Context: an optimization exercise on an open-source flow, tuned for small area. The choices shown serve that exercise and are no tape-out recipe. In this exercise RTL edits were held to simulation tests only and were not proved equivalent to the original. Power figures rest on the tool's default switching activity, not on a simulated workload.

### config.mk
export PLATFORM = sky130hd
export DESIGN_NAME = gshare_bht
export DESIGN_NICKNAME = gshare_bht
export VERILOG_FILES = /design/flow/design.v
export SDC_FILE = /design/flow/constraint.sdc
export NUM_CORES = 4
export LEC_CHECK = 0
export CAP_MARGIN = 20
export CORE_MARGIN = 2
export CORE_UTILIZATION = 40
export SLEW_MARGIN = 20
export SYNTH_MEMORY_MAX_BITS = 8192
### constraint.sdc
create_clock -name core_clock -period 10.0 [get_ports {clk_i}]
set_input_delay 2.0000 -clock core_clock [delete_from_list [all_inputs] [get_ports {clk_i}]]
set_output_delay 2.0000 -clock core_clock [all_outputs]
set_load 0.01 [all_outputs]
### design.v
module gshare_bht #(
  parameter int unsigned NR_ENTRIES      = 1024,
  parameter int unsigned HIST_LEN        = 10,
  parameter int unsigned INSTR_PER_FETCH = 2,
  parameter int unsigned OFFSET          = 1,
  parameter int unsigned VLEN            = 39,
  parameter logic [1:0]  CTR_INIT        = 2'b01
) (
  input  logic                       clk_i,
  input  logic                       rst_ni,
  input  logic                       flush_i,
  input  logic                       debug_mode_i,
  input  logic [VLEN-1:0]            vpc_i,
  output logic [INSTR_PER_FETCH-1:0] pred_valid_o,
  output logic [INSTR_PER_FETCH-1:0] pred_taken_o,
  output logic [HIST_LEN-1:0]        ghr_o,
  input  logic                       spec_valid_i,
  input  logic                       spec_taken_i,
  input  logic                       upd_valid_i,
  input  logic [VLEN-1:0]            upd_pc_i,
  input  logic [HIST_LEN-1:0]        upd_ghr_i,
  input  logic                       upd_taken_i,
  input  logic                       upd_mispred_i,
  output logic                       init_busy_o
);
  localparam int unsigned IDX_BITS = $clog2(NR_ENTRIES);
  localparam int unsigned IPF_BITS = $clog2(INSTR_PER_FETCH);
  localparam logic [IDX_BITS-1:0] LAST_IDX = {IDX_BITS{1'b1}};
  localparam logic [VLEN-1:0] LOW_MASK = {{(VLEN-OFFSET-IPF_BITS){1'b0}}, {(OFFSET+IPF_BITS){1'b1}}};
  typedef enum logic {
    S_INIT,
    S_IDLE
  } state_e;
  function automatic logic [IDX_BITS-1:0] pht_idx(input logic [VLEN-1:0] pc,
                                                  input logic [HIST_LEN-1:0] h);
    logic [VLEN+IDX_BITS-1:0]     pcx;
    logic [HIST_LEN+IDX_BITS-1:0] hx;
    pcx = {{IDX_BITS{1'b0}}, pc} >> OFFSET;
    hx  = {{IDX_BITS{1'b0}}, h};
    pht_idx = pcx[IDX_BITS-1:0] ^ hx[IDX_BITS-1:0];
  endfunction
  function automatic logic [HIST_LEN-1:0] shift_in(input logic [HIST_LEN-1:0] h,
                                                   input logic b);
    logic [HIST_LEN:0] t;
    t = {h, b};
    shift_in = t[HIST_LEN-1:0];
  endfunction
  state_e                state_q, state_d;
  logic [IDX_BITS-1:0]   widx_q, widx_d;
  logic [HIST_LEN-1:0]   ghr_q, ghr_d;
  logic                  pht_valid [NR_ENTRIES];
  logic [1:0]            pht_ctr   [NR_ENTRIES];
  logic                  wr_en;
  logic [IDX_BITS-1:0]   wr_idx;
  logic                  wr_valid;
  logic [1:0]            wr_ctr;
  logic [IDX_BITS-1:0]   upd_idx;
  logic [1:0]            upd_ctr_old;
  logic [1:0]            upd_ctr_new;
  logic [IDX_BITS-1:0]   slot_idx [INSTR_PER_FETCH];
  assign init_busy_o = (state_q == S_INIT);
  assign ghr_o       = ghr_q;
  always_comb begin
    for (int i = 0; i < INSTR_PER_FETCH; i++) begin
      slot_idx[i] = pht_idx((vpc_i & ~LOW_MASK) | ({{(VLEN-32){1'b0}}, i} << OFFSET), ghr_q);
    end
  end
  always_comb begin
    pred_valid_o = '0;
    pred_taken_o = '0;
    for (int i = 0; i < INSTR_PER_FETCH; i++) begin
      pred_valid_o[i] = pht_valid[slot_idx[i]] & ~init_busy_o;
      pred_taken_o[i] = pht_ctr[slot_idx[i]][1];
    end
  end
  always_comb begin
    upd_idx     = pht_idx(upd_pc_i, upd_ghr_i);
    upd_ctr_old = pht_ctr[upd_idx];
    upd_ctr_new = upd_ctr_old;
    if (upd_taken_i) begin
      if (upd_ctr_old != 2'b11) upd_ctr_new = upd_ctr_old + 2'd1;
    end else begin
      if (upd_ctr_old != 2'b00) upd_ctr_new = upd_ctr_old - 2'd1;
    end
  end
  always_comb begin
    state_d  = state_q;
    widx_d   = widx_q;
    ghr_d    = ghr_q;
    wr_en    = 1'b0;
    wr_idx   = widx_q;
    wr_valid = 1'b0;
    wr_ctr   = CTR_INIT;
    if (flush_i) begin
      state_d = S_INIT;
      widx_d  = '0;
      ghr_d   = '0;
    end else begin
      case (state_q)
        S_INIT: begin
          wr_en  = 1'b1;
          widx_d = widx_q + {{(IDX_BITS-1){1'b0}}, 1'b1};
          ghr_d  = '0;
          if (widx_q == LAST_IDX) state_d = S_IDLE;
        end
        S_IDLE: begin
          if (!debug_mode_i) begin
            if (upd_valid_i) begin
              wr_en    = 1'b1;
              wr_idx   = upd_idx;
              wr_valid = 1'b1;
              wr_ctr   = upd_ctr_new;
            end
            if (upd_valid_i && upd_mispred_i) begin
              ghr_d = shift_in(upd_ghr_i, upd_taken_i);
            end else if (spec_valid_i) begin
              ghr_d = shift_in(ghr_q, spec_taken_i);
            end
          end
        end
        default: state_d = S_INIT;
      endcase
    end
  end
  always_ff @(posedge clk_i or negedge rst_ni) begin
    if (!rst_ni) begin
      state_q <= S_INIT;
      widx_q  <= '0;
      ghr_q   <= '0;
    end else begin
      state_q <= state_d;
      widx_q  <= widx_d;
      ghr_q   <= ghr_d;
    end
  end
  always_ff @(posedge clk_i) begin
    if (wr_en) begin
      pht_valid[wr_idx] <= wr_valid;
      pht_ctr[wr_idx]   <= wr_ctr;
    end
  end
endmodule
### run.sh
#!/bin/bash
# synth_recipe.tcl (not shown) runs the flow's synth.tcl, then flattens the netlist and writes it again
# the make line also repeats each setting of config.mk as NAME=value (left out here)
make -C /OpenROAD-flow-scripts/flow DESIGN_CONFIG=/design/flow/config.mk WORK_HOME=/design/flow/orfs CLKGATE_MAP_FILE= SYNTH_SCRIPT=/design/flow/synth_recipe.tcl finish
==> notes.md <==
* Status: finished clean
* Post-synth EDFFs at 3072
* Uppermost layer routed: met5
* IO buf count at 52
* Final wirelength at between 400000 and 500000 µm
* Worst path most repeated cell: buf_4
* Crit-path max FO at 13
* Postcts setup bufs at 0
* H-tree depth at 5
* Worst-case clock skew at 0.0622 ns
* Crit path cell chain: clkdlybuf4s50_1, xnor2_2, buf_4, buf_4, mux4_2, nor2_1, nor2_1, buf_4, o21ai_0, nor4_1, a31oi_1, nand4_1, and3_1, clkdlybuf4s50_1
* Post-Synth XOR/XNOR Area at 0.00277
* VDD IR max at 0.134 mV
* Row count at 222
* Core area at 366000 µm²
* Clock sink total at 3093
* # Max-Cap Violations at 0
* Finished Layout Cells at about 13000
* Initial antenna violation count at 30
* Async set-reset flop share out of synthesis at 0.00679
* Synth Area in Compound Gates at 0.0162
* PwrDens at 170 nW/µm²
* Dpl cells at 12200
* Via count at 87200
* Clock-pin transition on the worst setup and hold timing paths at 0.07 ns
* First-pass DRT Iterations at 6
* Routed Antenna Nets at 0
* DR WL met3 at just over 60000 µm
* Die ar. at 372000 µm²
* Slew @ Worst Pin at 1.28 ns
* Final hold violation count at 0
* Final HPWL DP at 315000 µm
* Met1 Routed Length at 183000 µm
* Final #Nets at 7778
* Post-layout min period at 9.62 ns
* Largest net degree at the start of global routing at approximately 250
* Placer congestion estimate at 0.913
* Max incr delay on CP at 1.07 ns
* Commonest cells after routing, fill and taps aside: edfxtp_1 (3072), mux4_2 (1841), nor2_1 (1090), clkbuf_16 (330), nand2_1 (259)
* Slew Viols, Final at 0
* DRT iter0 DRCs at 13800
* Die Wd at about 610 µm
* Critical Path RT at 8.00 ns
* GRT Total Usage at 0.265
* Seq/Total Area, Yosys at 0.631
* Synth unique cells at 50
* Crit Path Class: primary input to primary output
* Critical path's slowest cell: xnor2_2
* Largest family of logic cells by synthesized area: multiplexers
* Area growth syn-to-layout at 12.9%
* Global route overflow at 0
* Clk latency of the worst-skew pair at 0.96 ns
* Lkg Pwr at 56.7 nW
* Ys flop type: edfxtp_1
* Final period util at 0.962
* Num ports at 112
* WP buf/inv at 5
* CTS Buf Count at 325
* Hold WC Path Type: register to register
* Setup violations, final at 0
* PostCTS Resize Cnt at 0
* Post-synthesis mux area share at 0.284
* Commonest non-fill, non-tap cell in the layout: edfxtp_1
* Vias in the first global route at about 86000
* First-pass GRT wire length at 693000 µm
* Share of layout cells above drive strength 1 at 0.351
* Starting Density at 0.402
* Unrepaired setup endpoints after global routing: false
* CTS Hold Bufs at 0
* Worst Setup End Kind: primary output
* Post-Syn Area at 147000 µm²
* Simple-gate portion of the synthesized area at 0.0444
* Syn. warnings at 2
* Crit-path leading delay family: buffers and inverters
* Post-synthesis adder-cell area fraction at 0.0000851
* Max clock buf depth at 4
* CP arrival at 7.62 ns
* Post-DR vias/cell at 6.82
* Root Buffer: clkbuf_16
* Max transition margin at 0.122
* CTS tree: done
* Die Height at between 600 and 700 µm
* Setup crit start kind: primary input
* Syn nets at 7741
* FF+latch count, synth at 3093
* Met2 WL post-DR at 226000 µm
* Routed len/inst at roughly 40 µm
* Avg Inst Size Synth at 19.2 µm²
* Sum Neg Setup Slack at 0 ns
* Max Fclk at 104 MHz
* # DRC at 0
* Post-synthesis cell count at 7643
state kept, by name, indices dropped and copies added, names as in the netlist:
register / cells
pht_ctr: 2048
state_q: 1
pht_valid: 1024
ghr_q: 10
widx_q: 10
cell type report:
class | count | area (µm²)
Fill cell | 30500 | 200000
Tap cell | 4816 | 6030
Clock buffer | 368 | 8420
Sequential cell | 3093 | 92800
Timing Repair Buffer | 390 | 4390
Inverter | 3 | 11.3
Antenna cell | 22 | 55.1
Clock inverter | 228 | 2330
Multi-Input combinational cell | 3867 | 52000
Yosys cell counts (all sizes together) (23+ instances only):
cell type	n	area (µm²)
a21oi	52	260
a22oi	154	1160
a31oi	29	181
buf	311	1820
clkbuf	369	1390
edfxtp	3072	92200
mux2i	23	230
mux4	1841	41500
nand2	300	1130
nand3	78	390
nand4	63	394
nor2	1101	4130
nor4	27	169
xnor2	23	201
per-stage QoR:
step | utilization | total power, mW | hold slack, ns | setup WS [ns] | cell area, µm²
5_1_grt | 0.454 | 28.8 | 0.620 | 0.501 | 166000
3_5_place_dp | 0.424 | 16.0 | 0.564 | 0.599 | 155000
4_1_cts | 0.453 | 28.3 | 0.583 | 0.587 | 166000
3_3_place_gp | 0.424 | 16.0 | 0.564 | 0.622 | 155000
6_report | 0.454 | 28.2 | 0.601 | 0.380 | 166000
2_1_floorplan | - | 15.4 | 0.514 | -43.35 | 147000
worst register-to-register path, stage by stage, from the launching register on:
cell	delay, ns
dfrtp_1	0.69
nand2b_1	0.52
nor2_4	0.75
o21ai_1	0.35
nor3_1	1.01
nand2_4	0.83
buf_4	0.61
nor2_1	0.41
kinds of logic after synthesis:
kind of cell / count (synthesis)
buffers and inverters: 683
muxes: 1864
AOI/OAI and AO/OA: 338
and+or+nand+nor: 1620
xor gates and xnor gates: 44
adders and majority gates: 1
DFF: 3093
layer usage:
| layer | GRT usage | vias up |
|---|---|---|
| met5 | 0 | - |
| met1 | 0.355 | 47200 |
| met2 | 0.400 | 6321 |
| li1 | - | 32600 |
| met3 | 0.0738 | 1121 |
| met4 | 0.126 | 12 |
where the power goes:
part,internal (mW),switching [mW]
Sequential,14.0,0.00254
Clock,7.04,5.37
Combinational,0.639,1.12
worst paths after layout:
kind                            startpoint         endpoint  slack (ns)  depth (start not counted)
min in group asynchronous           rst_ni         ghr_q[6]        1.40                          2
max in group asynchronous           rst_ni         ghr_q[0]        8.32                          2
worst max-delay path              vpc_i[3]  pred_taken_o[1]        0.38                         14
worst min-delay path             widx_q[9]        widx_q[9]        0.60                          2
worst max register to register     state_q  pht_ctr[606][0]        4.46                          7
worst min register to register   widx_q[9]        widx_q[9]        0.60                          2

==> static timing again, ports no longer ideal <==
In the flow no input, the clock included, has a driving cell. The finished layout below was timed again as built, in two steps.
Step 1 assumes that a clkbuf_16 drives the clock port and a buf_2 every other input.
Step 2, shift: input delay + t, output delay - t, t = (earliest + latest rising clock arrival at the registers) / 2. This alone moves slack from input paths to output paths.
Three values: ideal ports, drivers, drivers and shift; two values: the first two.
shift t [ns]: 1.043
slack for setup (ns): 0.380 / 0.351 / 0.351
worst setup path at the end: input to output
pins driven straight from the clock port: 1
After both steps setup and hold are still met in this run. For this run, drivers alone change the setup slack by -0.029 ns; drivers and shift together by -0.029 ns.
